This design comes from an exercise in tuning for small area and a short achievable clock period on the open sky130 flow, not from production work. RTL that was checked went through simulation tests only; none was proved equivalent to the original. Power figures rest on the tool's default switching activity, not on a simulated workload.

==> inputs of exp/violet <==
## pwl_transform_engine
module pwl_transform_engine (
  input  logic        clock,
  input  logic        rst_n,
  input  logic        tbl_wr,
  input  logic [3:0]  tbl_addr,
  input  logic [11:0] tbl_m,
  input  logic [11:0] tbl_c,
  input  logic        cal_begin,
  output logic        cal_busy,
  output logic        cal_valid,
  input  logic        in_valid,
  input  logic [11:0] indata,
  output logic        out_valid,
  output logic [11:0] outdata
);
==> flow/config.mk <==
export PLATFORM = sky130hd
export DESIGN_NAME = pwl_transform_engine
export DESIGN_NICKNAME = pwl_transform_engine
export VERILOG_FILES = /design/flow/design.v
export SDC_FILE = /design/flow/constraint.sdc
export NUM_CORES = 4
export LEC_CHECK = 0
export ABC_AREA = 1
export CAP_MARGIN = 20
export CORE_MARGIN = 2
export CORE_UTILIZATION = 60
export SLEW_MARGIN = 20
==> flow/constraint.sdc <==
create_clock -name core_clock -period 10.0 [get_ports {clock}]
set_input_delay 2.0000 -clock core_clock [delete_from_list [all_inputs] [get_ports {clock}]]
set_output_delay 2.0000 -clock core_clock [all_outputs]
set_load 0.01 [all_outputs]
standard.sh (not shown) runs the stock make flow with config.mk's settings and CLKGATE_MAP_FILE= SYNTH_SCRIPT=/design/flow/synth_recipe.tcl, a recipe that flattens the netlist after the stock synthesis.
==> flow/flow/run.sh <==
#!/bin/bash
# The standard layout (standard.sh: unchanged synthesis and ORFS steps) with two changes
# to how the layout is made, both set on make's command line:
# - SETUP_SLACK_MARGIN (flow/margin.txt): ORFS's timing repair aims for this much setup slack
#   at the design's clock period;
# - CTS_ARGS (flow/cts_args.txt): clock tree synthesis options (no dummy loads, buffer list).
# make's full output goes to flow_make.log here; ORFS keeps each step's log under orfs/logs/.
set -euo pipefail
MARGIN=$(cat flow/margin.txt)
CTS=$(cat flow/cts_args.txt)
sed "s|^make -C|make SETUP_SLACK_MARGIN=$MARGIN 'CTS_ARGS=$CTS' -C|" standard.sh > standard_own.sh
bash standard_own.sh > flow_make.log 2>&1
==> flow/flow/cts_args.txt <==
-sink_clustering_enable -repair_clock_nets -dont_use_dummy_load -buf_list sky130_fd_sc_hd__clkbuf_8
==> flow/flow/margin.txt <==
6.5
==> inputs of exp/juniper, as changes to exp/violet <==
--- a/flow/design.v
+++ b/flow/design.v
@@ -146,11 +146,12 @@
     for (int i = 0; i < 15; i++)
       as_q[i] <= (sr_q[12*(14-i) +: 12] & {12{fin_q}}) | (as_q[i] & {12{hold_q}});
   end
   logic        v1_q, v2_q, v3_q;
   logic [11:0] x_q, m_q;
-  logic [15:0] ge_x, top, sel1, sel_q, sels_q;
+  logic [15:0] ge_x, top, sel1, sel_q;
+  logic        zs_q;
   logic        below;
   logic [11:0] m1;
   function automatic logic ge12(input logic [11:0] a, input logic [11:0] b);
     logic [11:0] g, p;
     logic [5:0]  g1, p1;
@@ -194,11 +195,11 @@
   end
   always_ff @(posedge clock) begin
     x_q   <= indata;
     m_q   <= m1;
     sel_q <= sel1;
-    sels_q <= sel1 & {16{ge_x[0]}};
+    zs_q  <= below;
   end
   logic [11:0] off, c_sel, s_sel;
   logic [10:0] mag;
   logic        sgn;
   logic [12:0] pp0, pp1, pp2, pp3, pp4, pp5;
@@ -209,14 +210,14 @@
   logic        c12, hz0, hz1, hn0, hn1;
   always_comb begin
     c_sel = '0;
     s_sel = '0;
     for (int i = 0; i < 16; i++) c_sel = c_sel | (ac_q[i] & {12{sel_q[i]}});
-    for (int i = 0; i < 15; i++) s_sel = s_sel | (as_q[i] & {12{sels_q[i]}});
+    for (int i = 0; i < 15; i++) s_sel = s_sel | (as_q[i] & {12{sel_q[i]}});
   end
-  assign mag = s_sel[10:0];
-  assign sgn = s_sel[11];
+  assign mag = s_sel[10:0] & {11{~zs_q}};
+  assign sgn = s_sel[11] & ~zs_q;
   logic sop0, sop1, sop2, sop3, sop4, sop5, sop6, sop7,
         sop8, sop9, sop10, sop11, sog0, sog1, sog2, sog3,
         sog4, sog5, sog6, sog7, sog8, sog9, sog10, sog11,
         soG0i, soG0_1, soG0_2, soP0_2, soG0_3, soP0_3, soG0_4, soP0_4,
         soG0_5, soP0_5, soG0_6, soP0_6, soG0_7, soP0_7, soG0_8, soP0_8,
==> flow/flow/cts_args.txt (replaced) <==
-sink_clustering_enable -repair_clock_nets -dont_use_dummy_load -buf_list sky130_fd_sc_hd__clkbuf_8 -sink_clustering_size 12 -sink_clustering_max_diameter 80
==> comparison table <==
Internal power: exp/juniper 7.05 mW; exp/violet 7.79 mW
Reg-to-reg endpoint: exp/juniper rd_c_q[6]; exp/violet r2_q[11]
Fraction of standard cell area that is sequential: exp/juniper 0.499; exp/violet 0.506
Worst-path maximum fanout: exp/juniper 15; exp/violet 7
Detailed route wirelength on metal2: exp/juniper 87000 um; exp/violet 85600 um
Run status: exp/juniper no timing/DRC/antenna violations; exp/violet no timing/DRC/antenna violations
Wire length on met1: exp/juniper 81100 um; exp/violet 79800 um
Average cell area after synthesis: exp/juniper 9.32 um2; exp/violet 9.51 um2
Internal reg-to-reg setup slack: exp/juniper 6.38 ns; exp/violet 6.42 ns
Final Instance Count excl. Fillers: exp/juniper 7611; exp/violet 7498
Slowest cell on the critical path: exp/juniper sky130_fd_sc_hd__o2111ai_1; exp/violet sky130_fd_sc_hd__fa_1
Routed via count: exp/juniper 48279; exp/violet 47373
Proportion of layout cells with a drive suffix above 1: exp/juniper 0.112; exp/violet 0.104
Worst voltage drop across the vdd grid: exp/juniper 0.152 mV; exp/violet 0.134 mV
Function not checked in exp/juniper: the RTL went through the layout flow alone.

==> inputs of trial 93 <==
Another version of the RTL of pwl_transform_engine (not shown whole).
clock: 10.0 ns
lec_check: 0
cap_margin: 20
core_margin: 2
core_utilization: 60
slew_margin: 20
==> flow/flow/run.sh <==
#!/bin/bash
# The standard layout (standard.sh: unchanged synthesis and ORFS steps) with two changes
# to how the layout is made, both set on make's command line:
# - SETUP_SLACK_MARGIN (from flow/margin.txt): ORFS's timing repair aims for this much setup
#   slack at the design's clock period;
# - CTS_ARGS: clock tree synthesis as ORFS runs it, without dummy loads.
# make's full output goes to flow_make.log here; ORFS keeps each step's log under orfs/logs/.
set -euo pipefail
MARGIN=$(cat flow/margin.txt)
CTS="-sink_clustering_enable -repair_clock_nets -dont_use_dummy_load"
sed "s|^make -C|make SETUP_SLACK_MARGIN=$MARGIN 'CTS_ARGS=$CTS' -C|" standard.sh > standard_own.sh
bash standard_own.sh > flow_make.log 2>&1
==> flow/flow/margin.txt <==
6.3
==> trial 91: changes against trial 93 <==
==> flow/run.sh (new file) <==
#!/bin/bash
# synth_recipe.tcl (not shown) runs the flow's synth.tcl, then flattens the netlist and writes it again
# the make line also repeats each setting of config.mk as NAME=value (left out here)
make -C /OpenROAD-flow-scripts/flow DESIGN_CONFIG=/design/flow/config.mk WORK_HOME=/design/flow/orfs CLKGATE_MAP_FILE= SYNTH_SCRIPT=/design/flow/synth_recipe.tcl finish
SETUP_SLACK_MARGIN = 5   (was not set)
removed: flow/flow/run.sh
removed: flow/flow/margin.txt
removed: flow/standard.sh
==> flow_summary.json <==
{
  "nonClockInverterCount": 306,
  "via_per_inst": 7.00,
  "clock.fmax_mhz": 225,
  "status": "no timing/DRC/antenna violations",
  "crit_chain": "dlygate4sd2_1 -> buf_12 -> ha_1 -> o211ai_1 -> nor4_4 -> a2111oi_4 -> buf_4 -> a21o_2 -> nand3_4 -> buf_2 -> nor2_1 -> a2111o_1 -> nor3_2 -> nand4_1",
  "grt_use_total": 0.420,
  "fin_crit_ns": 4.45,
  "hold_path_end": "sr_q[74]",
  "pwr-share-seq": 0.499,
  "fin_skew_ns": 0.0671,
  "drt_iter0_drc": 6246
}
[end of results for trial 93]
==> flow_summary.json <==
{
  "status": "no timing/DRC/antenna violations",
  "post-cts-setup-buffers": 20,
  "hold_path_end": "sr_q[161]",
  "r2r-end": "dpos_q",
  "ys_seq_area_frac": 0.563,
  "fin_skew_ns": 0.0260,
  "crit_chain": "clkdlybuf4s50_1 -> buf_4 -> ha_1 -> o21ai_0 -> o21ai_0 -> o211ai_1 -> a21oi_4 -> nor3_4 -> buf_4 -> buf_4 -> and3_2 -> a2111o_1 -> nor3_1 -> nand4_1",
  "seq_cells": 1342,
  "via_per_inst": 6.88,
  "worst_pin_slew_ns": 1.23,
  "ys.flop_type": "dfxtp_1",
  "io_buffer_count": 59,
  "grt_use_total": 0.399,
  "clock.fmax_mhz": 202,
  "startpoint": "indata[7]",
  "yosys-top-cells-count": "dfxtp_1, a22o_1, edfxtp_1, ha_1, inv_1",
  "nWellTaps": 1186,
  "fin_crit_ns": 4.94
}
[end of results for trial 91]
Function was not checked in any run of this note: the RTL went through the layout flow alone.

-- afterwards: timing with drivers on the ports --
How much do the figures lean on ideal ports? The routed layouts below were timed once more, with nothing changed but the port constraints. Step 1 sets driving cells, clkbuf_16 on the clock port and buf_2 on the other inputs (assumed; they add their load-dependent delay and slew). Step 2 times the ports against the registers' clock, not the clock port: input delays grow and output delays shrink by t, the midpoint of the rising clock arrivals with the driver on. a / b / c = ideal ports / drivers / drivers and shift; a / b = the first two.
run	t (ns)	slack for setup (ns)	clock arrival spread, ns
exp/violet	0.938	6.424 / 6.424 / 5.612	0.123 / 0.123
exp/juniper	0.905	6.385 / 6.385 / 5.658	0.088 / 0.089
trial 93	0.809	5.551 / 5.610 / 4.801	0.080 / 0.080
trial 91	0.833	5.061 / 5.103 / 4.282	0.027 / 0.027
After both steps setup and hold are still met in every run listed. For exp/violet, which loses most, drivers alone change the setup slack by 0.000 ns; drivers and shift together by -0.812 ns.
